What follows belongs to an exercise in optimizing a design on an open flow for small area, a short achievable clock period and few clock cycles per item; a production flow would make more cautious choices.
The RTL was checked by simulation tests, not by an equivalence proof against the original design.

## flow/design.v (module list and top-level ports; edited modules follow where they fit)
// module neurona_mac: 1727 lines
// module neurona_mac_fa: 10 lines
// module neurona_mac_c42: 17 lines
// module neurona_mac_c32: 16 lines
// module neurona_mac_ha: 9 lines
module neurona_mac #(
    parameter int Signo     = 1,
    parameter int Magnitud  = 7,
    parameter int Precision = 24,
    parameter int Width     = Signo + Magnitud + Precision,
    parameter int NEntradas = 4
) (
    input  logic             CLK,
    input  logic             RST,
    input  logic             Inicio,
    input  logic [Width-1:0] Sesgo,
    input  logic             EntradaValida,
    input  logic [Width-1:0] Entrada,
    input  logic [Width-1:0] Peso,
    output logic             Ocupado,
    output logic             Listo,
    output logic [Width-1:0] Salida,
    output logic             Error
);
  // ...
==> flow/flow/run.sh <==
#!/bin/bash
set -euo pipefail
MARGIN=$(cat flow/margin.txt)
bash standard.sh SETUP_SLACK_MARGIN=$MARGIN \
  "BUFFER_PORTS_ARGS=-buffer_cell sky130_fd_sc_hd__buf_4" \
  finish > orfs_make.log 2>&1
==> flow/flow/margin.txt <==
9.7
==> flow/standard.sh <==
#!/bin/bash
# synth_recipe.tcl (not shown) runs the flow's synth.tcl, then flattens the netlist and writes it again
# the make line also repeats each setting of config.mk as NAME=value (left out here)
make -C /OpenROAD-flow-scripts/flow DESIGN_CONFIG=/design/flow/config.mk WORK_HOME=/design/flow/orfs CLKGATE_MAP_FILE= SYNTH_SCRIPT=/design/flow/synth_recipe.tcl "${@:-finish}"
==> flow/config.mk <==
export PLATFORM = sky130hd
export DESIGN_NAME = neurona_mac
export DESIGN_NICKNAME = neurona_mac
export VERILOG_FILES = /design/flow/design.v
export SDC_FILE = /design/flow/constraint.sdc
export NUM_CORES = 4
export LEC_CHECK = 0
export CAP_MARGIN = 20
export CORE_MARGIN = 2
export CORE_UTILIZATION = 40
export SLEW_MARGIN = 20
export SYNTH_HIERARCHICAL = 1
export TNS_END_PERCENT = 0
==> flow/constraint.sdc <==
create_clock -name core_clock -period 13.5 [get_ports {CLK}]
set_input_delay 2.7000 -clock core_clock [delete_from_list [all_inputs] [get_ports {CLK}]]
set_output_delay 2.7000 -clock core_clock [all_outputs]
set_load 0.01 [all_outputs]
==> impl_metrics.toml, run 1 <==
[floorplan]
core_sq_um = 80200
die_w_um = 288
nWellTaps = 1060

[finish]
final_layout_size_suffix_gt1_share_pct = 13.3
buffers = 217
diodes = 1

[timing]
rsz0062_at_grt = "yes"
hold_slack_ps = 348

[global_routing]
grt_usage_pct = 25.8
gr-usage-met1_pct = 35.3

[critical_path]
critPathKind = "reg -> reg"
r2r-start = "two1_q[11]$_DFF_P_"
crit_required_ps = 13920

[placed_design]
hpwl_um = 67200
place.gp.congestion = 0.874
dp_slack_ps = 8530

[synth]
seq_area_frac_synth_pct = 18.9
synth_top_area_share_pct = 29.2
synthCells = 3097
yosys-top-cells-area = "fa_1 (29%), dfxtp_1 (15%), xnor2_1 (15%)"
syn_area_per_cell_sq_um = 10.4

[min_path]
hold_depth = 0

[clock_tree]
cts.htree.levels = 2

[status]
status = "complete, no violations"
Testbench counts, summed over its fixed seeds: cycles 3,584, items 512.
==> inputs of run 2 (changes only) <==
--- a/flow/design.v
+++ b/flow/design.v
@@ -1469,18 +1469,21 @@
     wire sr_c33 = (sr_g6_32 | (sr_p6_32 & c24));
     wire sr_s33 = sr_p0[33] ^ sr_c33;
     wire sr_c34 = (sr_g6_33 | (sr_p6_33 & c24));
     wire sr_s34 = sr_p0[34] ^ sr_c34;
     wire sr_c35 = (sr_g6_34 | (sr_p6_34 & c24));
     wire [34:0] sraw = {sr_s34, sr_s33, sr_s32, sr_s31, sr_s30, sr_s29, sr_s28, sr_s27, sr_s26, sr_s25, sr_s24, sr_s23, sr_s22, sr_s21, sr_s20, sr_s19, sr_s18, sr_s17, sr_s16, sr_s15, sr_s14, sr_s13, sr_s12, sr_s11, sr_s10, sr_s9, sr_s8, sr_s7, sr_s6, sr_s5, sr_s4, sr_s3, sr_s2, sr_s1, sr_s0};
     wire [3:0] st0 = xa[34:31] + xb[34:31];
         wire [3:0] st1 = xa[34:31] + xb[34:31] + 4'd1;
-        wire       oraw = sr_c31 ? !((&st1) || !(|st1)) : !((&st0) || !(|st0));
-        wire       sraw_neg = sr_c31 ? st1[3] : st0[3];
+        wire       c31 = sr_c31;
+        wire       ovf0 = !((&st0) || !(|st0));
+        wire       ovf1 = !((&st1) || !(|st1));
+        wire       oraw = c31 ? ovf1 : ovf0;
+        wire       sraw_neg = c31 ? st1[3] : st0[3];
     wire [30:0] ph_g0 = pa[54:24] & pb[54:24];
     wire [30:0] ph_p0 = pa[54:24] ^ pb[54:24];
     wire ph_g1_1 = ph_g0[1] | (ph_p0[1] & ph_g0[0]);
     wire ph_p1_1 = ph_p0[1] & ph_p0[0];
     wire ph_g1_3 = ph_g0[3] | (ph_p0[3] & ph_g0[2]);
     wire ph_p1_3 = ph_p0[3] & ph_p0[2];
     wire ph_g1_5 = ph_g0[5] | (ph_p0[5] & ph_g0[4]);
     wire ph_p1_5 = ph_p0[5] & ph_p0[4];
@@ -1697,39 +1700,68 @@
     wire [34:0] smax = acc_q + 35'h07FFFFFFF;
     wire [34:0] smin = acc_q + 35'h780000000;
     wire [34:0] ssat = sg2_q ? smin : smax;
     wire [34:0] acc_d = povf ? ssat : sraw;
     wire        osat = !((&ssat[34:31]) || !(|ssat[34:31]));
     wire [32:0] craw = oraw ? {1'b1, sraw_neg ? 32'h80000000 : 32'h7FFFFFFF} : {1'b0, sraw[31:0]};
     wire [32:0] csat = osat ? {1'b1, ssat[34] ? 32'h80000000 : 32'h7FFFFFFF} : {1'b0, ssat[31:0]};
     wire [32:0] cfin = povf ? csat : craw;
+    localparam bit SELMOD = 1;
+    wire [31:0] salida_d;
+    wire [31:0] satk0 = {st0[3], {31{~st0[3]}}};
+    wire [31:0] satk1 = {st1[3], {31{~st1[3]}}};
+    genvar gb;
+    generate
+        for (gb = 0; gb < 32; gb++) begin : g_sel
+            neurona_mac_selb u_selb (.s(sraw[gb]), .c(c31), .o0(ovf0), .o1(ovf1), .k0(satk0[gb]),
+                                     .k1(satk1[gb]), .pv(povf), .cs(csat[gb]), .en(fin),
+                                     .q(salida_q[gb]), .y(salida_d[gb]));
+        end
+    endgenerate
     always_ff @(posedge CLK) begin
         if (libre_q) acc_q <= {{3{Sesgo[31]}}, Sesgo};
         else if (v2_q || GATE) acc_q <= acc_d;
     end
     always_ff @(posedge CLK or posedge RST) begin
         if (RST) begin
             err_q    <= 1'b0;
             salida_q <= 32'd0;
             error_q  <= 1'b0;
         end else begin
             if (libre_q) err_q <= 1'b0;
             else if (v2_q || GATE) err_q <= err_q | povf;
-            if (fin) begin
-                salida_q <= cfin[31:0];
-                error_q  <= err_q | povf | cfin[32];
-            end
+            if (SELMOD) salida_q <= salida_d;
+            else if (fin) salida_q <= cfin[31:0];
+            if (fin) error_q <= err_q | povf | cfin[32];
         end
     end
     assign Ocupado = ocupado_q;
     assign Listo   = listo_q;
     assign Salida  = salida_q;
     assign Error   = error_q;
 endmodule
+module neurona_mac_selb (
+    input  logic s,
+    input  logic c,
+    input  logic o0,
+    input  logic o1,
+    input  logic k0,
+    input  logic k1,
+    input  logic pv,
+    input  logic cs,
+    input  logic en,
+    input  logic q,
+    output logic y
+);
+    logic r0, r1;
+    assign r0 = o0 ? k0 : s;
+    assign r1 = o1 ? k1 : s;
+    assign y  = !en ? q : pv ? cs : c ? r1 : r0;
+endmodule
 module neurona_mac_fa (
     input  logic a,
     input  logic b,
     input  logic c,
     output logic s,
     output logic co
 );
     assign s  = a ^ b ^ c;
==> run 2 against run 1 <==
Effect of this change:
- synthesized cell count increased by 7.6%
- critical path depth unchanged
- critical path type unchanged
- area after synthesis increased by 4.4%
- worst setup slack got worse by 150 ps
- routed wire length increased by 4.8%
- cell count increased by 6.8%
==> impl_metrics.toml, run 2 <==
[placed_design]
placed_cells_incl_taps = 4326
place.gp.congestion = 0.862
port_buffers = 134
placed_area_sq_um = 35500
hpwl_um = 71400

[global_routing]
grt_pass1_wl_um = 173000
grt_max_degree = 68
grt_pass1_vias = 27800
grt_usage_pct = 26.0
antenna_found_initial = 7
grt.overflow.total = 0

[detailed_routing]
post-route-drc-count = 0
viasPerCell = 6.14
initialDrtViolationCount = 3006
ant_nets = 0
drtPass1Iterations = 9
vias = 27300
routedWlPerCell_um = 25.6
drt-total-wl_um = 114000

[finish]
regArea_sq_um = 6160
final_cell_mix = "xnor2_1 (564), a22oi_1 (495), fa_1 (468)"
diodes = 0
largest_reg_flops = 52
reg_top3 = "r1_q x52, r0_q x51, acc_q x35"
nFillCells = 7825
final_layout_size_suffix_gt1_share_pct = 15.3
final_area_sq_um = 38100
multiInputGateArea_sq_um = 27100
fin_nets = 4085
regMostFlops = "r1_q"
area_growth_pct = 13.2
fin_cells = 4440
final_common_cell = "xnor2_1"
fin_util_pct = 45.7

[floorplan]
io-pin-count = 135
core_sq_um = 83400
fp.dieH_um = 294
num_rows = 106
die_w_um = 294
die_area_sq_um = 86500
initial_utilization_pct = 40.3

[critical_path]
crit_family = "adder cells"
startpoint_type = "flip-flop"
crit_required_ps = 13930
timing.rr.end = "r2_q[22]$_DFF_P_"
r2r-start = "two1_q[9]$_DFF_P_"
r2r_cells = 7
crit_top_cell = "fa_1"
r2r_slack_ps = 9280
slowest_stage = "dfxtp_2"
worst-path-buf-inv = 0
cp_slowest_stage_delay_ps = 1050
worst-path-max-fanout = 32
worstPathCellList = "a22oi_1, xnor2_1, fa_1, fa_1, fa_1, fa_1, fa_1"
crit_path_end_kind = "flip-flop"
critPathKind = "reg -> reg"
crit_arrival_ps = 4650

[clock_tree]
cts_buffers = 36
clk_latency_ps = 590
cts.htree.levels = 2
tritoncts = "built"
clkSinkCount = 293
root_buffer = "clkbuf_16"
cts.hold.buffers_added = 0
clock_path_buffers = 3
clk_pin_slew_ps = 60

[synth]
ys_top_cells_by_count = "xnor2_1 (566), a22oi_1 (495), fa_1 (470)"
synth_flop_cell = "dfxtp_1"
synth_seq_cells = 293
yosysTopAreaCell = "fa_1"
seq_area_frac_synth_pct = 18.1
synthCells = 3331
synth_cell_types = 66
yosys-top-cells-area = "fa_1 (28%), dfxtp_1 (15%), xnor2_1 (15%)"
synth_most_common_cell = "xnor2_1"
synth_top_area_share_pct = 28.0
synth-edff-count = 0
syn_area_sq_um = 33700
syn_area_per_cell_sq_um = 10.1
yosys_warnings = 9
async_reset_ff_share_pct = 15.0

[timing]
min_period_over_period_pct = 31.3
max_freq_ghz = 0.237
fin_skew_ps = 37.8
setup_tns_ps = 0
maxSlewHeadroom_pct = 25.1
setup_violations = 0
slew_viol_final = 0
rsz0062_at_grt = "yes"
layout_min_cycle_time_ps = 4220
final_hold_viol_count = 0
max_slew.worst_pin.slew_ps = 1120

[status]
status = "complete, no violations"

[min_path]
hp-class = "reg -> reg"
hold_depth = 0
hold_start = "l1_q$_DFF_PP0_"
worstHoldEndpoint = "l2_q$_DFF_PP0_"

[run]
max_cap_violations = 0
run 2: cell types whose count changed after synthesis, sizes merged, moves of 10 or more:
| cell | delta |
|---|---|
| a21bo | +32 |
| a21oi | +83 |
| a32oi | -25 |
| mux2 | +32 |
| mux2i | -25 |
| nand2b | +62 |
| nand3b | +30 |
| o21ai | +10 |
| o32ai | +33 |
run 2: worst register-to-register path, delay by kind of cell, from the launching register on:
kind / cells / cell delay (ps)
fa+ha+maj: 5 / 2530
xor+xnor: 1 / 210
compound gates: 1 / 270
flops: 1 / 1050
run 2: layout make-up:
class	count	share of cell area [%]
Timing Repair Buffer	244	5.50
Tap cell	1080	3.55
Multi-Input combinational cell	2729	71.1
Sequential cell	293	16.2
Clock inverter	22	0.745
Clock buffer	41	2.52
Timing Repair inverter	2	0.0854
Inverter	29	0.358
run 2: logic make-up (layout without fill, tap and decap cells):
| group | Yosys count | count (layout) | share of synthesized area, % |
|---|---|---|---|
| other | 1 | 17 | 0.0111 |
| and+or+nand+nor | 501 | 502 | 7.50 |
| xor gates and xnor gates | 608 | 609 | 15.8 |
| adders and majority gates | 650 | 650 | 34.6 |
| muxes | 38 | 38 | 1.26 |
| AOI/OAI and AO/OA | 913 | 913 | 19.0 |
| DFF | 293 | 293 | 18.1 |
| buffers and inverters | 327 | 338 | 3.68 |
run 2: metal layers:
layer	global-route usage (%)	vias to the layer above	part of all wire, %
li1	-	11700	-
met1	35.3	13600	42
met2	39.6	1609	44
met3	7.28	341	11
met4	9.44	4	3.8
met5	0.227	-	0.024
run 2: what timing repair did:
action / in CTS / in global routing
pin swaps: 21 / 34
setup endpoints to repair: 172 / 187
resized for setup: 97 / 41
cloned: 11 / 0
buffers inserted: 23 / 17
run 2: worst max path at each step:
stage	depth (start not counted)	slack [ps]	to	from
floorplan	13	9310	salida_q[20]$_DFF_PP0_	r0_q[15]$_DFF_P_
global placement	13	7170	acc_q[29]$_DFF_P_	r0_q[19]$_DFF_P_
detailed placement	13	7020	acc_q[18]$_DFF_P_	r0_q[17]$_DFF_P_
finish	7	9280	r2_q[22]$_DFF_P_	two1_q[9]$_DFF_P_
CTS	15	9400	salida_q[10]$_DFF_PP0_	r2_q[13]$_DFF_P_
global route	15	9230	salida_q[0]$_DFF_PP0_	r2_q[21]$_DFF_P_
run 2: stage by stage:
stage / hold slack (ps) / setup WS, ps
5_1_grt: 360 / 9230
3_3_place_gp: 334 / 7170
2_1_floorplan: 310 / 9310
4_1_cts: 351 / 9400
6_report: 348 / 9280
3_5_place_dp: 344 / 7020
run 2: Yosys stat by module (local to each module, per instance):
module / flops+latches / cells inside
neurona_mac: 293 / 2496
neurona_mac_selb: 0 / 9
neurona_mac_ha: 0 / 1
neurona_mac_fa: 0 / 1
Testbench counts of run 2, summed over its fixed seeds: cycles 3,584, items 512.

-- re-timing with driven ports --
How much do the figures lean on ideal ports? The routed layouts below were timed once more, with nothing changed but the port constraints. Step 1 assumes that a clkbuf_16 drives the clock port and a buf_2 every other input. Step 2 also shifts input and output timing later by t, the mid clock arrival at the registers, as if the neighbouring blocks saw the same clock. Three values: ideal ports, drivers, drivers and shift; two values: the first two.
| run | t, ns | slack for setup (ns) | latest minus earliest clock arrival (ns) |
|---|---|---|---|
| run 1 | 0.651 | 9.425 / 9.425 / 9.425 | 0.032 / 0.032 |
| run 2 | 0.640 | 9.280 / 9.280 / 9.280 | 0.037 / 0.038 |
After both steps setup and hold are still met in every run listed.
